Source: an optimization exercise on an open RTL-to-GDS flow (aim: small area). Production flows keep margins and buffers that such runs may drop. The RTL was checked by simulation tests, not by an equivalence proof against the original design. No driver is modelled on the clock port, so clocking that relies on it looks cheaper here than on a real chip. Power and IR drop assume default switching activity.

== build 50 ==
==> flow/design.v <==
module mmc_ao222n (input logic [2:0] s, input logic [2:0] d, output logic yn);
  assign yn = ~((s[0] & d[0]) | (s[1] & d[1]) | (s[2] & d[2]));
endmodule
module mmc_ao22n (input logic [1:0] s, input logic [1:0] d, output logic yn);
  assign yn = ~((s[0] & d[0]) | (s[1] & d[1]));
endmodule
module mmc_nand11 (input logic [10:0] a, output logic y);
  assign y = ~(&a);
endmodule
module mmc_mux32 (
  input  logic [31:0]      sel,
  input  logic [32*32-1:0] d,
  output logic [31:0]      y
);
  for (genvar i = 0; i < 32; i++) begin : g_bit
    logic [10:0] yn;
    for (genvar g = 0; g < 10; g++) begin : g_grp
      mmc_ao222n u_ao (.s(sel[3*g +: 3]),
                       .d({d[32*(3*g+2)+i], d[32*(3*g+1)+i], d[32*(3*g)+i]}), .yn(yn[g]));
    end
    mmc_ao22n u_ao2 (.s(sel[31:30]), .d({d[32*31+i], d[32*30+i]}), .yn(yn[10]));
    mmc_nand11 u_or (.a(yn), .y(y[i]));
  end
endmodule
module mmc_rwbit (input logic t, input logic c, input logic w, input logic wr,
                  output logic d, output logic co);
  assign co = t & c;
  assign d  = wr ? w : (t ^ c);
endmodule
module mips_multicycle_core #(
  parameter int unsigned ADDR_W   = 10,
  parameter logic [31:0] RESET_PC = 32'h0000_0000,
  parameter int unsigned CNT_W    = 32
) (
  input  logic              clk,
  input  logic              rst,
  output logic              mem_req,
  output logic              mem_we,
  output logic [ADDR_W-1:0] mem_addr,
  output logic [31:0]       mem_wdata,
  input  logic [31:0]       mem_rdata,
  input  logic              mem_ready,
  input  logic [4:0]        dbg_reg_addr,
  output logic [31:0]       dbg_reg_data,
  output logic [31:0]       pc_out,
  output logic              halted,
  output logic [CNT_W-1:0]  instr_count
);
  localparam int NS = 32;
  localparam logic [4:0] SL_PC = 5'd0;
  localparam logic [5:0] OP_RTYPE = 6'h00, OP_J = 6'h02, OP_BEQ = 6'h04;
  localparam logic [5:0] OP_ADDI  = 6'h08, OP_LW = 6'h23, OP_SW = 6'h2B;
  localparam logic [5:0] FN_ADD = 6'h20, FN_SUB = 6'h22, FN_AND = 6'h24;
  localparam logic [5:0] FN_OR  = 6'h25, FN_SLT = 6'h2A;
  typedef enum logic [3:0] {
    S_CLR, S_FETCH, S_DEC, S_SH, S_WB, S_MEM, S_PCW, S_HALT1, S_HALT2, S_HALT
  } state_t;
  state_t           state;
  logic [NS*32-1:0] ring;      
  logic [4:0]       q;         
  logic [31:0]      cr;        
  logic             cc;        
  logic [31:0]      acc, ir;
  logic             cy;        
  logic             pcpass;    
  logic             pcinc_p, cntinc_p;
  logic [5:0] opc, fn;
  logic [4:0] rs, rt, rd;
  logic is_r, is_j, is_beq, is_lw, is_sw, is_mem, legal;
  logic f_sub, f_and, f_or, f_slt;
  assign opc = ir[31:26];
  assign fn  = ir[5:0];
  assign rs  = ir[25:21];
  assign rt  = ir[20:16];
  assign rd  = ir[15:11];
  assign is_r    = (opc == OP_RTYPE);
  assign is_j    = (opc == OP_J);
  assign is_beq  = (opc == OP_BEQ);
  assign is_lw   = (opc == OP_LW);
  assign is_sw   = (opc == OP_SW);
  assign is_mem  = is_lw | is_sw;
  assign f_sub   = (fn == FN_SUB);
  assign f_and   = (fn == FN_AND);
  assign f_or    = (fn == FN_OR);
  assign f_slt   = (fn == FN_SLT);
  assign legal   = (is_r & ((fn == FN_ADD) | f_sub | f_and | f_or | f_slt)) |
                   is_j | is_beq | (opc == OP_ADDI) | is_lw | is_sw;
  logic [4:0]    ms;        
  logic          ms_v;      
  logic [4:0]    pos;
  logic [NS-1:0] msel;
  logic [31:0]   mm;
  always_comb begin
    ms   = SL_PC;
    ms_v = 1'b1;
    case (state)
      S_DEC:       begin ms = rs; ms_v = (rs != 5'd0); end
      S_SH, S_MEM: begin ms = rt; ms_v = (rt != 5'd0); end
      S_HALT:      begin ms = dbg_reg_addr; ms_v = (dbg_reg_addr != 5'd0); end
      S_CLR:       ms_v = 1'b0;
      default: ;
    endcase
    if (rst) ms_v = 1'b0;
  end
  assign pos = ms - q;
  always_comb
    for (int j = 0; j < NS; j++) msel[j] = ms_v && (pos == 5'(j));
  mmc_mux32 u_mm (.sel(msel), .d(ring), .y(mm));
  logic [4:0] bi, k;
  logic       a, b, bx, sum, cout, res, cnext, ibit, sub_m, last;
  assign bi = q;
  assign k  = pcpass ? (bi - 5'd2) : bi;
  assign a  = acc[0];
  always_comb begin
    if (pcpass && bi < 5'd2)               ibit = 1'b0;
    else if (!is_j && k >= 5'd16)          ibit = ir[15];
    else                                   ibit = ir[k];
    b     = (!pcpass && (is_r || is_beq)) ? mm[bi] : ibit;
    if (pcpass && is_j) b = 1'b0;
    sub_m = !pcpass && is_r && (f_sub || f_slt);
    bx    = b ^ sub_m;
    sum   = a ^ bx ^ cy;
    cout  = (a & bx) | (a & cy) | (bx & cy);
    res   = sum;
    cnext = cout;
    if (pcpass) begin
      if (is_j) res = (bi < 5'd2) ? 1'b0 : (bi < 5'd28) ? ibit : a;
    end else if (is_beq) begin
      cnext = cy & ~(a ^ b);
    end else if (is_r) begin
      if (f_and)      res = a & b;
      else if (f_or)  res = a | b;
      else if (f_slt) begin
        res = 1'b0;
        if (bi == 5'd31) cnext = (a ^ b) ? a : sum;
      end
    end
  end
  assign last = (!pcpass && is_mem) ? (bi == 5'(ADDR_W + 1)) : (bi == 5'd31);
  logic [4:0]  tslot;
  logic        tskip, wr_acc, inc_pc;
  logic [31:0] wword, rin;
  logic [32:2] rc;
  always_comb begin
    if (pcpass)    begin tslot = SL_PC;        tskip = 1'b0; end
    else if (is_r) begin tslot = rd;           tskip = (rd == 5'd0); end
    else           begin tslot = rt;           tskip = (rt == 5'd0); end
  end
  assign wr_acc  = (state == S_CLR) || (state == S_WB && !tskip && q == tslot);
  assign inc_pc  = pcinc_p  && (q == SL_PC);
  assign wword   = {acc[31:1], acc[0] | (state == S_WB && !pcpass && is_r && f_slt && cy)};
  assign rin[1:0] = wr_acc ? wword[1:0] : ring[1:0];
  assign rc[2]    = inc_pc;
  for (genvar i = 2; i < 32; i++) begin : g_rin
    mmc_rwbit u_rw (.t(ring[i]), .c(rc[i]), .w(wword[i]), .wr(wr_acc), .d(rin[i]), .co(rc[i+1]));
  end
  always_ff @(posedge clk) begin
    ring <= {rin, ring[NS*32-1:32]};
  end
  logic fetch_go, at_end;
  assign fetch_go = (state == S_FETCH) && !pcinc_p && !cntinc_p;
  assign at_end   = (q == 5'd31);        
  logic cin;
  assign cin = (q == 5'd0) ? cntinc_p : cc;
  always_ff @(posedge clk) begin
    cr <= {(state == S_CLR) ? 1'b0 : (cr[0] ^ cin), cr[31:1]};
    cc <= cr[0] & cin;
  end
  always_ff @(posedge clk) begin
    if (rst) begin
      state    <= S_CLR;
      q        <= '0;
      pcinc_p  <= 1'b0;
      cntinc_p <= 1'b0;
      acc      <= mm;             
    end else begin
      q <= q + 5'd1;
      if (inc_pc)  pcinc_p  <= 1'b0;
      if (q == 5'd0) cntinc_p <= 1'b0;
      case (state)
        S_CLR: if (at_end) state <= S_FETCH;
        S_FETCH: if (fetch_go && mem_ready) begin
          ir      <= mem_rdata;
          pcinc_p <= 1'b1;
          state   <= S_DEC;
        end
        S_DEC: begin
          if (!legal) state <= S_HALT1;
          else if (is_j) begin
            cntinc_p <= 1'b1;
            state    <= S_PCW;
          end else begin
            acc    <= mm;
            cy     <= (is_r && (f_sub || f_slt)) || is_beq;
            pcpass <= 1'b0;
            if (at_end) begin
              cntinc_p <= 1'b1;
              state    <= S_SH;
            end
          end
        end
        S_PCW: if (!pcinc_p) begin
          acc    <= mm;
          cy     <= 1'b0;
          pcpass <= 1'b1;
          if (at_end) state <= S_SH;
        end
        S_SH: begin
          acc <= {res, acc[31:1]};
          cy  <= cnext;
          if (last) begin
            if (pcpass)      state <= S_WB;
            else if (is_mem) state <= S_MEM;
            else if (is_beq) state <= cnext ? S_PCW : S_FETCH;
            else             state <= S_WB;
          end
        end
        S_WB: if (tskip || q == tslot) state <= S_FETCH;
        S_MEM: if (mem_ready) begin
          if (is_lw) begin
            acc   <= mem_rdata;
            state <= S_WB;
          end else state <= S_FETCH;
        end
        S_HALT1: if (!pcinc_p) begin
          acc   <= mm;
          state <= S_HALT2;
        end
        S_HALT2: if (q == 5'd0) begin
          ir    <= cr;
          state <= S_HALT;
        end
        default: ;
      endcase
    end
  end
  assign mem_req      = fetch_go || (state == S_MEM);
  assign mem_we       = (state == S_MEM) && is_sw;
  assign mem_addr     = (state == S_FETCH) ? mm[ADDR_W+1:2] : acc[31:32-ADDR_W];
  assign mem_wdata    = mm;
  assign dbg_reg_data = mm;
  assign pc_out       = acc;
  assign halted       = (state == S_HALT);
  assign instr_count  = CNT_W'(ir);
endmodule
clock: 10.0 ns
lec_check: 0
cap_margin: 20
core_margin: 2
core_utilization: 65
cts_buf_list: sky130_fd_sc_hd__clkbuf_8
cts_cluster_diameter: 60
cts_cluster_size: 14
place_density: 0.75
slew_margin: 20
synth_hierarchical: 1
synth_minimum_keep_size: 0
standard.sh (not shown) runs the stock make flow with config.mk's settings and CLKGATE_MAP_FILE= SYNTH_SCRIPT=/design/flow/synth_recipe.tcl, a recipe that flattens the netlist after the stock synthesis.
==> flow/flow/run.sh <==
#!/bin/bash
# Standard layout, with small port buffers and power (size) recovery after global routing.
cp standard.sh standard_sh.log
ls -la > workdir_listing.log
export BUFFER_PORTS_ARGS="-buffer_cell sky130_fd_sc_hd__buf_1"
export RECOVER_POWER=100
bash standard.sh > standard_run.log 2>&1
Build 50 finished all stages; layout check result: FAIL, due to capacitance limit, slew limit.
Input-level comparison between build 34 and build 50:
==> flow/run.sh (new file) <==
#!/bin/bash
# synth_recipe.tcl (not shown) runs the flow's synth.tcl, then flattens the netlist and writes it again
# the make line also repeats each setting of config.mk as NAME=value (left out here)
make -C /OpenROAD-flow-scripts/flow DESIGN_CONFIG=/design/flow/config.mk WORK_HOME=/design/flow/orfs CLKGATE_MAP_FILE= SYNTH_SCRIPT=/design/flow/synth_recipe.tcl finish
removed: flow/flow/run.sh
removed: flow/standard.sh
Notes after the runs:
Of build 50 and build 34, the run reporting the higher multi-input gate share of total cell area was build 50.
Of build 50 and build 34, only build 34 finishes the flow clean.
Power density of the placed cells delta (build 34 -> build 50): insignificant
Comparing build 50 and build 34, combinational power share is higher on build 34.
The following lists how build 98 was set up differently from build 34:
==> flow/flow/run.sh (new file) <==
#!/bin/bash
# The standard layout, with the port buffers made of the smallest buffer cell.
export BUFFER_PORTS_ARGS="-buffer_cell sky130_fd_sc_hd__buf_1"
bash standard.sh > standard_run.log 2>&1
==> flow/standard.sh (new file) <==
#!/bin/bash
# synth_recipe.tcl (not shown) runs the flow's synth.tcl, then flattens the netlist and writes it again
# the make line also repeats each setting of config.mk as NAME=value (left out here)
make -C /OpenROAD-flow-scripts/flow DESIGN_CONFIG=/design/flow/config.mk WORK_HOME=/design/flow/orfs CLKGATE_MAP_FILE= SYNTH_SCRIPT=/design/flow/synth_recipe.tcl "${@:-finish}"
removed: flow/run.sh
Notes after the runs:
Taking build 34 as the reference, in build 98 non-clock buffer share of cell area -3.2 points; placed instance area went down 1200 sq um; fill cell total of the finished layout moved up; global-route track usage on met3 now smaller. [diff] fmax, build 98 relative to build 34: improvement. Per the comparison of build 98 with build 34, via count rose 404; final core area utilization shrank by 2.6 points; number of nets in the final layout shows a reduction of about 1.2%. Measured against each other, build 98 and build 34 differ in via count of the first global-routing pass, the lower figure coming from build 98. Summary of build 98 over build 34: minimum clock period after layout moved down, design area moved down.


violet:
mips_multicycle_core, a different RTL version from the one above (not shown whole).
For scale: ~2200 cells after synthesis, about 180 I/O pins, roughly 32000 sq um of cells after synthesis.
clock: 10.0 ns
lec_check: 0
cap_margin: 12
core_margin: 2
core_utilization: 65
place_density: 0.75
slew_margin: 12
synth_hierarchical: 1
synth_minimum_keep_size: 0
==> flow/flow/run.sh <==
#!/bin/bash
set -e
export BUFFER_PORTS_ARGS="-buffer_cell sky130_fd_sc_hd__buf_1"
export CTS_ARGS="-sink_clustering_enable -repair_clock_nets -dont_use_dummy_load -sink_clustering_size 18 -sink_clustering_max_diameter 90 -buf_list sky130_fd_sc_hd__clkbuf_8"
bash standard.sh cts > standard_cts.log 2>&1
openroad -no_init -exit flow/resize.tcl > resize.log 2>&1
bash standard.sh > standard_finish.log 2>&1
Other scripts of this flow, unchanged in this note and not shown: flow/flow/downsize.tcl, flow/flow/resize.tcl
violet: no failed stages, no open violations at the end
Inputs modified between violet and willow:
Settings: CTS_CLUSTER_SIZE: unset -> 14; CTS_CLUSTER_DIAMETER: unset -> 60; CTS_BUF_LIST: unset -> sky130_fd_sc_hd__clkbuf_8; SLEW_MARGIN: 12 -> 20; CAP_MARGIN: 12 -> 20.
==> flow/flow/run.sh <==
#!/bin/bash
set -e
export BUFFER_PORTS_ARGS="-buffer_cell sky130_fd_sc_hd__buf_1"
export CTS_ARGS="-sink_clustering_enable -repair_clock_nets -dont_use_dummy_load -sink_clustering_size 18 -sink_clustering_max_diameter 130 -buf_list sky130_fd_sc_hd__clkbuf_8"
bash standard.sh cts > standard_cts.log 2>&1
openroad -no_init -exit flow/resize.tcl > resize.log 2>&1
bash standard.sh > standard_finish.log 2>&1
Notes after the runs:
Setup slack: willow more than violet. On via count, willow and violet are neck and neck. Taking violet as the reference, in willow post-synth design cell area roughly the same; number of cells in the finished layout apart from fillers roughly the same; utilization after layout roughly the same. On proportion of power drawn by the clock network, willow and violet are neck and neck. Compared willow vs violet, and share of layout cells above drive strength 1 is up in willow. Compared violet against willow; power density over cell area within noise. Changes observed in willow relative to violet: clock latency on the worst-skew pair ~0 delta, count of placed standard cells including taps ~0 delta.
Edits applied to the flow inputs when going from willow to onyx:
==> flow/flow/run.sh <==
#!/bin/bash
set -e
export BUFFER_PORTS_ARGS="-buffer_cell sky130_fd_sc_hd__buf_1"
export CTS_ARGS="-sink_clustering_enable -repair_clock_nets -dont_use_dummy_load -sink_clustering_size 28 -sink_clustering_max_diameter 60 -buf_list sky130_fd_sc_hd__clkbuf_16"
bash standard.sh cts > standard_cts.log 2>&1
openroad -no_init -exit flow/resize.tcl > resize.log 2>&1
bash standard.sh > standard_finish.log 2>&1
[summary]
The proportion of final cell area spent on non-clock buffers on onyx is in line with that on willow. onyx against willow; non-clock buffer count is up slightly. Going from willow to onyx, the power density normalized to cell area was found to have gone up by about 2%. Maximum vdd ir drop shrinks by a little under 10% when moving from willow to onyx. onyx against willow: die width essentially unchanged, internal cell power increased about 4%. The lower fraction of power spent switching nets came out of onyx.
--- input diff onyx..maple ---
==> flow/flow/run.sh <==
#!/bin/bash
set -e
export BUFFER_PORTS_ARGS="-buffer_cell sky130_fd_sc_hd__buf_1"
export CTS_ARGS="-sink_clustering_enable -repair_clock_nets -dont_use_dummy_load -sink_clustering_size 34 -sink_clustering_max_diameter 60 -buf_list sky130_fd_sc_hd__clkbuf_16"
bash standard.sh cts > standard_cts.log 2>&1
openroad -no_init -exit flow/resize.tcl > resize.log 2>&1
bash standard.sh > standard_finish.log 2>&1
maple ended with every stage complete and zero timing, DRC or antenna violations. The share of the final layout cell area in sequential cells of maple and that of onyx are within noise of each other. Comparing maple and onyx, the higher global routing usage on met2 is on onyx. From onyx to maple the numbers moved as follows: worst relative slew slack went down 1.2 points; design area was more or less identical; routed via count divided by cell count saw little to no change; number of antenna violations at the first check in global routing now sits higher.

[re-timing with driven ports]
The flow's constraints put no driver on any port. The routed layouts listed below were extracted and timed again, unchanged, in two steps. Step 1: set_driving_cell puts a clkbuf_16 on clk and a buf_2 on each other input, an assumption about the parent block. Step 2 times the ports against the registers' clock, not the clock port: input delays grow and output delays shrink by t, the midpoint of the rising clock arrivals with the driver on. Three values: no drivers, after step 1, after step 2; two values: the first two.
| run | t, ns | slack for setup (ns) | worst setup path at the end | clock arrival spread, ns | worst register clock-pin slew, ns |
|---|---|---|---|---|---|
| build 50 | 0.767 | 0.513 / 0.449 / 0.192 | input to register | 0.032 / 0.032 | 0.10 / 0.10 |
| build 34 | 0.762 | 0.398 / 0.369 / 0.369 | input to output | 0.053 / 0.054 | 0.10 / 0.10 |
| build 98 | 0.768 | 0.911 / 0.845 / 0.789 | input to register | 0.030 / 0.031 | 0.09 / 0.09 |
| violet | 0.748 | 0.434 / 0.373 / -0.210 | input to register | 0.071 / 0.071 | 0.12 / 0.12 |
| willow | 0.744 | 0.692 / 0.631 / 0.040 | input to register | 0.062 / 0.062 | 0.12 / 0.12 |
| onyx | 0.670 | 0.762 / 0.804 / 0.134 | input to register | 0.064 / 0.064 | 0.10 / 0.10 |
| maple | 0.676 | 0.684 / 0.727 / 0.051 | input to register | 0.065 / 0.065 | 0.12 / 0.12 |
With both steps, setup timing fails in violet, where it was met with ideal ports. The setup slack of willow, which loses most, moves by -0.061 ns with the drivers and by -0.652 ns with both steps.
